This design comes from an exercise in tuning for small area, a short achievable clock period and few clock cycles on the open sky130 flow, not from production work.
In this exercise RTL edits were held to simulation tests only and were not proved equivalent to the original.

==> flow/design.v (outline; a module is shown in full before it is edited, if it fits) <==
// module freq_table: 333 lines
// module state_divider: 286 lines
// module rans_step: 4217 lines
// module byte_queue: 56 lines
// module rans_encoder: 172 lines
module rans_encoder (
	input  logic  clk,
	input  logic  rst,
	input  logic  start,
	input  logic  tbl_valid,
	input  logic [8:0] tbl_freq,
	input  logic  s_tvalid,
	output logic  s_tready,
	input  logic [7:0] s_tdata,
	input  logic  s_tlast,
	output logic  m_tvalid,
	input  logic  m_tready,
	output logic [7:0] m_tdata,
	output logic  m_tlast,
	output logic  table_bad,
	output logic  done
);
  // ...
==> flow/run.sh <==
#!/bin/bash
# synth_recipe.tcl (not shown) runs the flow's synth.tcl, then flattens the netlist and writes it again
# the make line also repeats each setting of config.mk as NAME=value (left out here)
make -C /OpenROAD-flow-scripts/flow DESIGN_CONFIG=/design/flow/config.mk WORK_HOME=/design/flow/orfs CLKGATE_MAP_FILE= SYNTH_SCRIPT=/design/flow/synth_recipe.tcl finish
==> flow/config.mk <==
export PLATFORM = sky130hd
export DESIGN_NAME = rans_encoder
export DESIGN_NICKNAME = rans_encoder
export VERILOG_FILES = /design/flow/design.v
export SDC_FILE = /design/flow/constraint.sdc
export NUM_CORES = 4
export LEC_CHECK = 0
export ABC_CLOCK_PERIOD_IN_PS = 4500
export CAP_MARGIN = 20
export CORE_MARGIN = 2
export CORE_UTILIZATION = 40
export SETUP_SLACK_MARGIN = 1.5
export SLEW_MARGIN = 20
export SYNTH_MEMORY_MAX_BITS = 16384
==> flow/constraint.sdc <==
create_clock -name core_clock -period 6.0 [get_ports {clk}]
set_input_delay 1.2000 -clock core_clock [delete_from_list [all_inputs] [get_ports {clk}]]
set_output_delay 1.2000 -clock core_clock [all_outputs]
set_load 0.01 [all_outputs]
==> impl_metrics.prom, run 1 <==
# TYPE chip_impl_metric gauge
chip_impl_info{name="critPathMostFrequentCell",value="sky130_fd_sc_hd__buf_4"} 1
chip_impl_metric{name="cp.required",unit="ns"} 6.75
chip_impl_info{name="run_status",value="finished clean"} 1
chip_impl_metric{name="achievable-frequency",unit="GHz"} 0.221
chip_impl_metric{name="grt.met3_usage",unit="%"} 6.82
chip_impl_metric{name="synthXorXnorAreaFrac",unit="%"} 4.90
chip_impl_metric{name="dp_hpwl",unit="um"} 237000
chip_impl_metric{name="fin_nets",unit=""} 9956
chip_impl_info{name="path_cells",value="ha_1 -> inv_1 -> fa_1 -> a21o_1 -> a21oi_1 -> xnor2_1 -> o211a_2 -> or2_4 -> nand2_1 -> buf_4 -> o311ai_0 -> a211oi_1 -> nor3_1 -> buf_4"} 1
chip_impl_metric{name="slew_headroom",unit="%"} 6.29
chip_impl_metric{name="cts_buffers",unit=""} 157
chip_impl_metric{name="overflow",unit=""} 0
chip_impl_metric{name="grt_start_max_net_pins",unit=""} 242
chip_impl_info{name="topRoutingLayerUsed",value="met5"} 1
chip_impl_metric{name="cts_max_level",unit=""} 4
chip_impl_metric{name="reg2reg_setup_slack",unit="ns"} 1.47
chip_impl_metric{name="mean_post_synth_cell_area",unit="um^2"} 10.2
chip_impl_info{name="worst_setup_path_startpoint",value="freq_table_i.out_c[0]"} 1
chip_impl_metric{name="area_fraction_of_clock_buffers_and_clock_inverters",unit="%"} 5.25
chip_impl_metric{name="die_h",unit="um"} 475
chip_impl_metric{name="dieWidth",unit="um"} 475
chip_impl_metric{name="number_of_global_route_vias_before_repair",unit=""} 73000
chip_impl_metric{name="area_growth_syn_to_layout",unit="%"} 14.6
chip_impl_metric{name="critical_path_depth",unit=""} 14
chip_impl_metric{name="final_min_period_over_clock_period",unit="%"} 75.6
chip_impl_metric{name="route.vias.total",unit=""} 73800
chip_impl_metric{name="num-nonclk-buffers",unit=""} 540
chip_impl_metric{name="layout.cells.non_filler",unit=""} 11900
chip_impl_info{name="synth_commonest_cells",value="750 x sky130_fd_sc_hd__dfxtp_1, 650 x sky130_fd_sc_hd__edfxtp_1, 609 x sky130_fd_sc_hd__a21oi_1"} 1
chip_impl_metric{name="holdWs",unit="ns"} 0.325
chip_impl_metric{name="dr.pass1.iters",unit=""} 10
chip_impl_metric{name="design.core.area",unit="um^2"} 220000
chip_impl_metric{name="grt_use_met1",unit="%"} 39.4
chip_impl_metric{name="place_inst",unit=""} 11400
chip_impl_info{name="hp-start",value="freq_table_i.ga5_q[0]"} 1
chip_impl_metric{name="worstPathMaxFanout",unit=""} 10
chip_impl_metric{name="final_layout_size_suffix_gt1_share",unit="%"} 12.5
chip_impl_info{name="path_class",value="register to register"} 1
Testbench counts, summed over its fixed seeds: cycles 27,770.
==> run 2: changes to the inputs <==
==> flow/config.mk (replaced) <==
export PLATFORM = sky130hd
export DESIGN_NAME = rans_encoder
export DESIGN_NICKNAME = rans_encoder
export VERILOG_FILES = /design/flow/design.v
export SDC_FILE = /design/flow/constraint.sdc
export NUM_CORES = 4
export LEC_CHECK = 0
export ABC_CLOCK_PERIOD_IN_PS = 4000
export CAP_MARGIN = 20
export CORE_MARGIN = 2
export CORE_UTILIZATION = 55
export SETUP_SLACK_MARGIN = 2.0
export SLEW_MARGIN = 20
export SYNTH_MEMORY_MAX_BITS = 16384
==> run 2 against run 1 <==
Effect of this change: still clean on timing, DRC and antenna; cell area grew 5.4%; sequential share of layout area down 1.7 points; flip-flop and latch count unchanged; hold slack got worse by 0.027 ns; largest cell class unchanged.
==> impl_metrics.prom, run 2 <==
# TYPE chip_impl_metric gauge
chip_impl_metric{name="worstPathMaxFanout",unit=""} 4
chip_impl_metric{name="critPathMaxStageDelay",unit="ns"} 0.54
chip_impl_metric{name="timing.critical_path.buf_inv",unit=""} 6
chip_impl_info{name="critPathMostFrequentCell",value="sky130_fd_sc_hd__buf_6"} 1
chip_impl_metric{name="postSynth.asyncResetShare",unit="%"} 0
chip_impl_metric{name="slew_headroom",unit="%"} 23.8
chip_impl_info{name="worstSetupStartpointType",value="register"} 1
chip_impl_metric{name="io_pins",unit=""} 37
chip_impl_metric{name="grt_start_max_net_pins",unit=""} 203
chip_impl_metric{name="die_h",unit="um"} 405
chip_impl_info{name="hold_path_end",value="freq_table_i.out_c[2]"} 1
chip_impl_metric{name="area_growth_syn_to_layout",unit="%"} 20.7
chip_impl_metric{name="hold_buffers",unit=""} 0
chip_impl_metric{name="setup_viol",unit=""} 0
chip_impl_info{name="synth_top_area_cell",value="sky130_fd_sc_hd__edfxtp_1"} 1
chip_impl_metric{name="count_of_flip_flops_with_a_built_in_enable_after_synthesis",unit=""} 650
chip_impl_metric{name="synth-warning-count",unit=""} 14
chip_impl_metric{name="route.vias.total",unit=""} 76900
chip_impl_info{name="dominant_cell_by_count_in_the_synthesized_netlist",value="sky130_fd_sc_hd__dfxtp_1"} 1
chip_impl_metric{name="synth_fp_nets",unit=""} 9836
chip_impl_metric{name="final_layout_size_suffix_gt1_share",unit="%"} 22.1
chip_impl_metric{name="seq_area_frac_synth",unit="%"} 39.0
chip_impl_info{name="worst_hold_path_type",value="register to register"} 1
chip_impl_info{name="grt_setup_unrepaired",value="yes"} 1
chip_impl_metric{name="synth.ff_latch_count",unit=""} 1400
chip_impl_metric{name="hold-path-cell-count",unit=""} 0
chip_impl_metric{name="overflow",unit=""} 0
chip_impl_info{name="synth_commonest_cells",value="750 x sky130_fd_sc_hd__dfxtp_1, 650 x sky130_fd_sc_hd__edfxtp_1, 609 x sky130_fd_sc_hd__a21oi_1"} 1
chip_impl_metric{name="finalHoldViolations",unit=""} 0
chip_impl_info{name="crit_path_top_delay_cell",value="sky130_fd_sc_hd__fa_2"} 1
chip_impl_metric{name="final_min_period_over_clock_period",unit="%"} 74.8
chip_impl_info{name="worst_setup_path_end_kind",value="register"} 1
chip_impl_metric{name="drv_cap",unit=""} 0
chip_impl_metric{name="number_of_antenna_violations_at_the_first_check_in_global_routing",unit=""} 20
chip_impl_info{name="hp-start",value="freq_table_i.na_q[6]"} 1
chip_impl_metric{name="tritoncts_sink_count",unit=""} 1400
chip_impl_info{name="worst_setup_path_startpoint",value="rans_step_i.s1_c28_0"} 1
chip_impl_metric{name="core.rowCount",unit=""} 147
chip_impl_metric{name="setup_ws",unit="ns"} 1.51
chip_impl_metric{name="yosys.cell_types.count",unit=""} 93
chip_impl_metric{name="layout.cells.non_filler",unit=""} 11300
chip_impl_metric{name="reg2reg_setup_slack",unit="ns"} 1.51
chip_impl_metric{name="synthesis.area",unit="um^2"} 88600
chip_impl_metric{name="fin_nets",unit=""} 10200
chip_impl_metric{name="cp_data_arrival_time",unit="ns"} 5.22
chip_impl_metric{name="dr.pass1.iters",unit=""} 15
chip_impl_metric{name="floorplan.initialDensity",unit="%"} 55.3
chip_impl_metric{name="holdWs",unit="ns"} 0.298
chip_impl_metric{name="route.antenna.remaining_nets",unit=""} 0
chip_impl_metric{name="ff2ff_path_depth",unit=""} 20
chip_impl_info{name="critPathTopFamily",value="compound AO/OA/AOI/OAI gates"} 1
chip_impl_info{name="layout_top_registers",value="freq_table_i.nz (256), freq_table_i.bp (240), freq_table_i.pb_q (144)"} 1
chip_impl_metric{name="track_usage",unit="%"} 41.3
chip_impl_metric{name="cts_max_level",unit=""} 4
chip_impl_metric{name="setup_tns",unit="ns"} 0
chip_impl_metric{name="drt_iter0_markers",unit=""} 11300
chip_impl_metric{name="clk_pin_slew",unit="ns"} 0.06
chip_impl_info{name="final_cell_mix",value="690 x sky130_fd_sc_hd__dfxtp_1, 650 x sky130_fd_sc_hd__edfxtp_1, 550 x sky130_fd_sc_hd__a21oi_1, 528 x sky130_fd_sc_hd__nor2_1, 521 x sky130_fd_sc_hd__buf_4"} 1
chip_impl_metric{name="synth_top_cell_area_share",unit="%"} 22.0
chip_impl_metric{name="final-max-slew-violation-count",unit=""} 0
chip_impl_info{name="path_class",value="register to register"} 1
chip_impl_metric{name="place.port_buffers",unit=""} 36
chip_impl_metric{name="dieArea",unit="um^2"} 164000
chip_impl_metric{name="post-place-ws",unit="ns"} 1.03
chip_impl_metric{name="routed_wl",unit="um"} 348000
chip_impl_info{name="reg2reg_from",value="rans_step_i.s1_c28_0"} 1
chip_impl_info{name="clk_root_buffer_cell",value="sky130_fd_sc_hd__clkbuf_16"} 1
chip_impl_info{name="run_status",value="finished clean"} 1
chip_impl_info{name="path_cells",value="ha_4 -> nand3_4 -> a211oi_4 -> buf_6 -> a41oi_4 -> o41a_1 -> o21ai_4 -> buf_6 -> a221oi_4 -> a21oi_4 -> buf_4 -> buf_6 -> nor2_2 -> a22o_2 -> and2_4 -> ha_4 -> inv_2 -> fa_2 -> inv_2 -> fa_2"} 1
chip_impl_metric{name="cts_buffers",unit=""} 152
chip_impl_metric{name="clock-skew-final",unit="ns"} 0.0585
chip_impl_metric{name="number_of_global_route_vias_before_repair",unit=""} 75700
chip_impl_metric{name="vias_per_cell",unit=""} 6.78
chip_impl_metric{name="worst_pin_slew",unit="ns"} 1.14
chip_impl_metric{name="cp.required",unit="ns"} 6.74
chip_impl_metric{name="clk-insertion-delay-late",unit="ns"} 0.83
chip_impl_info{name="cts_tree",value="built"} 1
chip_impl_info{name="synth_flop_cell",value="sky130_fd_sc_hd__dfxtp_1"} 1
chip_impl_metric{name="cts_max_path_buffers",unit=""} 3
chip_impl_info{name="ys_top_cells_by_area",value="sky130_fd_sc_hd__edfxtp_1 22%, sky130_fd_sc_hd__dfxtp_1 17%, sky130_fd_sc_hd__fa_1 13%, sky130_fd_sc_hd__ha_1 8.2%, sky130_fd_sc_hd__a22oi_1 3.8%"} 1
chip_impl_info{name="worst_r2r_endpoint",value="rans_step_i.s2_m18_0"} 1
chip_impl_metric{name="period_minus_slack",unit="ns"} 4.49
chip_impl_info{name="largest_register",value="freq_table_i.nz"} 1
chip_impl_metric{name="dp_hpwl",unit="um"} 230000
chip_impl_metric{name="route.detailed.drc",unit=""} 0
chip_impl_metric{name="syn_inst",unit=""} 8673
chip_impl_metric{name="wire_length_of_the_first_global_routing_pass",unit="um"} 501000
chip_impl_metric{name="dieWidth",unit="um"} 405
chip_impl_metric{name="final_estimated_routing_congestion_in_global_placement",unit=""} 1.11
chip_impl_metric{name="mean_post_synth_cell_area",unit="um^2"} 10.2
chip_impl_metric{name="place_inst",unit=""} 10600
chip_impl_metric{name="design.core.area",unit="um^2"} 160000
chip_impl_info{name="most_common_cell_after_layout_fill_and_taps_aside",value="sky130_fd_sc_hd__dfxtp_1"} 1
chip_impl_metric{name="max_ffs_per_register",unit=""} 256
chip_impl_metric{name="wire_per_inst",unit="um"} 30.7
chip_impl_metric{name="achievable-frequency",unit="GHz"} 0.223
-- run 2: layout make-up --
class | instances | area (um^2)
diodes | 10 | 25.0
clock buffers | 199 | 4240
clock inverters | 78 | 961
fillers | 12200 | 53200
inverters | 591 | 2330
multi-input cells | 6100 | 54000
flip-flops and latches | 1400 | 34700
well taps | 2160 | 2700
repair buffers | 791 | 8050
-- run 2: logic make-up after synthesis --
kind of cell	synth area share, %
buffers and inverters	5.09
and+or+nand+nor	10.8
xor gates and xnor gates	4.90
adders and majority gates	20.8
DFF	39.0
muxes	0.799
AOI/OAI and AO/OA	18.6
-- run 2: worst max-delay path by stage --
stage / cells past startpoint / slack, ns / end
after floorplan: 4 / 0.80 / freq_table_i.pn[0][1]
after CTS: 19 / 1.61 / rans_step_i.s2_m20_0
after global routing: 18 / 1.43 / rans_step_i.s2_m25_1
final: 20 / 1.51 / rans_step_i.s2_m18_0
after global placement: 16 / 0.99 / rans_step_i.s2_m16_0
after detailed placement: 17 / 1.03 / rans_step_i.s2_m9_0
-- run 2: stage by stage --
stage	area (um^2)	utilization [%]
after CTS	104000	64.9
final	107000	66.8
after floorplan	89600	-
after detailed placement	92700	57.9
after global routing	107000	66.8
after global placement	92700	57.8
-- run 2: repair_timing --
| action | 4_1_cts | 5_1_grt |
|---|---|---|
| gates cloned | 13 | 6 |
| setup endpoints to repair | 331 | 355 |
| buffers inserted | 314 | 97 |
| gates resized for setup | 720 | 509 |
| pin swaps | 277 | 324 |
-- run 2: worst reg2reg max path, stage by stage (launching register included) --
cell	delay, ns
sky130_fd_sc_hd__dfxtp_2	0.33
sky130_fd_sc_hd__ha_4	0.27
sky130_fd_sc_hd__nand3_4	0.06
sky130_fd_sc_hd__a211oi_4	0.20
sky130_fd_sc_hd__buf_6	0.15
sky130_fd_sc_hd__a41oi_4	0.17
sky130_fd_sc_hd__o41a_1	0.44
sky130_fd_sc_hd__o21ai_4	0.24
sky130_fd_sc_hd__buf_6	0.14
sky130_fd_sc_hd__a221oi_4	0.07
sky130_fd_sc_hd__a21oi_4	0.27
sky130_fd_sc_hd__buf_4	0.15
sky130_fd_sc_hd__buf_6	0.08
sky130_fd_sc_hd__nor2_2	0.03
sky130_fd_sc_hd__a22o_2	0.25
sky130_fd_sc_hd__and2_4	0.17
sky130_fd_sc_hd__ha_4	0.26
sky130_fd_sc_hd__inv_2	0.04
sky130_fd_sc_hd__fa_2	0.54
sky130_fd_sc_hd__inv_2	0.04
sky130_fd_sc_hd__fa_2	0.53
-- run 2: per-layer routing --
layer	part of all wire (%)	wire length, um	global-route usage, %	vias up
li1	-	-	-	32200
met1	38	131000	53.4	37700
met2	43	148000	60.5	5411
met3	13	44600	13.7	1569
met4	7.0	24400	23.7	26
met5	0.083	288	0.506	-

-- re-timing with driven ports --
No port has a modelled driver above. Below, the same layouts with a new extraction and two added sets of constraints. Step 1 sets driving cells, clkbuf_16 on the clock port and buf_2 on the other inputs (assumed; they add their load-dependent delay and slew). Step 2 also shifts input and output timing later by t, the mid clock arrival at the registers, as if the neighbouring blocks saw the same clock. Slacks: no drivers / after step 1 / after step 2; pairs: no drivers / after step 1.
run	shift t [ns]	setup slack, ns	worst hold slack (ns)	latest minus earliest clock arrival (ns)	cell pins on the clock port's net
run 1	0.894	1.467 / 1.467 / 1.467	0.325 / 0.325 / 0.325	0.058 / 0.058	1
run 2	0.883	1.514 / 1.514 / 1.514	0.298 / 0.298 / 0.298	0.059 / 0.059	1
After both steps every run listed still meets setup and hold.
